This is an optimization exercise on Yosys and OpenROAD, whose aim is small area, a short achievable clock period and few clock cycles per item, not a production implementation. Only simulation tests tie the RTL to the original design; equivalence was not proved. Power is estimated from default activity; no workload was simulated.

== xenon ==
Design averaged_current_sense, start of the top module:
module averaged_current_sense (
  input  wire logic                            clk,
  input  wire logic                            rst,
  input  wire logic                            s_valid,
  output logic                                 s_ready,
  input  wire logic [acs_pkg::CH_W-1:0]        s_channel,
  input  wire logic                            s_kind,
  input  wire logic [acs_pkg::SAMPLE_BITS-1:0] s_sample,
  output logic                                 r_valid,
  input  wire logic                            r_ready,
  output logic [acs_pkg::CH_W-1:0]             r_channel,
  output logic                                 r_kind,
  output logic [acs_pkg::SAMPLE_BITS-1:0]      r_average,
  output logic [acs_pkg::MA_W-1:0]             r_current_ma,
  input  wire logic                            cfg_we,
  input  wire logic [acs_pkg::CFG_IDX_W-1:0]   cfg_index,
  input  wire logic [acs_pkg::CFG_W-1:0]       cfg_data
);
Size in the first run: ~3200 cells after synthesis, ~30000 sq um of cells after synthesis.
Settings: LEC_CHECK=0, ABC_AREA=1, ABC_CLOCK_PERIOD_IN_PS=3500, CAP_MARGIN=20, CORE_MARGIN=2, CORE_UTILIZATION=40, CTS_BUF_LIST=sky130_fd_sc_hd__clkbuf_4 sky130_fd_sc_hd__clkbuf_8, CTS_CLUSTER_SIZE=30, SETUP_SLACK_MARGIN=5.0, SLEW_MARGIN=20; clock period 8.5 ns.
standard.sh (not shown) runs the stock make flow with config.mk's settings and CLKGATE_MAP_FILE= SYNTH_SCRIPT=/design/flow/synth_recipe.tcl, a recipe that flattens the netlist after the stock synthesis.
==> flow/flow/run.sh <==
#!/bin/bash
# The standard layout, with buf_2 port buffers, resizing not held to a cell's
# footprint, and timing repair aiming at 5.2 ns of setup slack.
bash standard.sh MATCH_CELL_FOOTPRINT=0 "BUFFER_PORTS_ARGS=-buffer_cell sky130_fd_sc_hd__buf_2" SETUP_SLACK_MARGIN=5.2 finish > standard.log 2>&1
xenon ran to completion and came out clean on the timing, design-rule and antenna checks.
Testbench counts of xenon, summed over its fixed seeds: cycles 16,657, items 4,813.
Input-level comparison between willow and xenon:
- putting CTS_CLUSTER_DIAMETER at 100 where nothing was set
- swapping 30 for 15 in CTS_CLUSTER_SIZE
==> flow/flow/run.sh <==
#!/bin/bash
# The standard layout, with buf_2 port buffers and resizing not held to a cell's footprint.
bash standard.sh MATCH_CELL_FOOTPRINT=0 "BUFFER_PORTS_ARGS=-buffer_cell sky130_fd_sc_hd__buf_2" finish > standard.log 2>&1
[summary]
- Compared to xenon, willow has critical path's largest stage delay 0.31 ns lower.
- The more densely filled core belongs to xenon, not willow.
- In willow the combinational fraction of design power turned out 1.2 points higher than in xenon.
diff inputs: willow => fjord
- CTS_CLUSTER_SIZE now 12, was 15
==> flow/flow/run.sh <==
#!/bin/bash
# The standard layout, with buf_2 port buffers, resizing not held to a cell's
# footprint, and timing repair aiming at 5.2 ns of setup slack.
bash standard.sh MATCH_CELL_FOOTPRINT=0 "BUFFER_PORTS_ARGS=-buffer_cell sky130_fd_sc_hd__buf_2" SETUP_SLACK_MARGIN=5.2 finish > standard.log 2>&1
Findings:
Clock power (willow / fjord): 0.910
Diff willow and fjord: highest ir drop seen on vdd higher in fjord
fjord ends up with a count of non-filler cells in the finished layout that is 54 higher than in willow.
Compared with willow, average wire per cell in the routed design in fjord increased by a few percent.
Number of clock-tree buffers in the layout on fjord is up relative to willow.
## Diff of input files: delta against fjord
- clearing CTS_CLUSTER_DIAMETER, which used to be 100
- swapping 12 for 30 in CTS_CLUSTER_SIZE
==> flow/flow/run.sh <==
#!/bin/bash
# The standard layout, with buf_2 port buffers, resizing not held to a cell's
# footprint, and timing repair aiming at 5.5 ns of setup slack.
bash standard.sh MATCH_CELL_FOOTPRINT=0 "BUFFER_PORTS_ARGS=-buffer_cell sky130_fd_sc_hd__buf_2" SETUP_SLACK_MARGIN=5.5 finish > standard.log 2>&1
[summary]
delta against fjord: multi-input combinational cell count shows an increase of 10; total power after layout up 2.5 mW; total CTS buffers saw an increase; final instance count without filler cells went up 209; final core utilization went up by 5.2 points.
| clock input transition at the sequential cells of the worst setup and hold paths | delta vs fjord | 0.04 ns lower |
Summary of the comparison: final setup slack of the worst path is lower in delta, relative to fjord.
Cmp fjord and delta / relative max-transition margin / higher: fjord

## re-timing with driven ports
The results above use ideal ports. As a check the final layouts listed here were re-extracted and re-timed, cells and wires unchanged.
Step 1, drivers: a clkbuf_16 drives clk and a buf_2 each remaining input, both assumed.
Step 2 times the ports against the registers' clock, not the clock port: input delays grow and output delays shrink by t, the midpoint of the rising clock arrivals with the driver on.
Three values: ideal ports, drivers, drivers and shift; two values: the first two.
run | t (ns) | setup slack, ns | clock arrival spread, ns | worst data-port slew with drivers (ns) | pins driven straight from the clock port
xenon | 0.742 | 5.259 / 5.254 / 4.511 | 0.055 / 0.055 | 0.11 | 1
willow | 0.715 | 5.100 / 5.100 / 4.433 | 0.061 / 0.061 | 0.13 | 1
fjord | 0.722 | 5.230 / 5.230 / 4.640 | 0.055 / 0.056 | 0.11 | 1
delta | 0.738 | 5.139 / 5.139 / 4.763 | 0.042 / 0.042 | 0.12 | 1
After both steps every run listed still meets setup and hold. The setup slack of xenon, which loses most, moves by -0.005 ns with the drivers and by -0.748 ns with both steps.
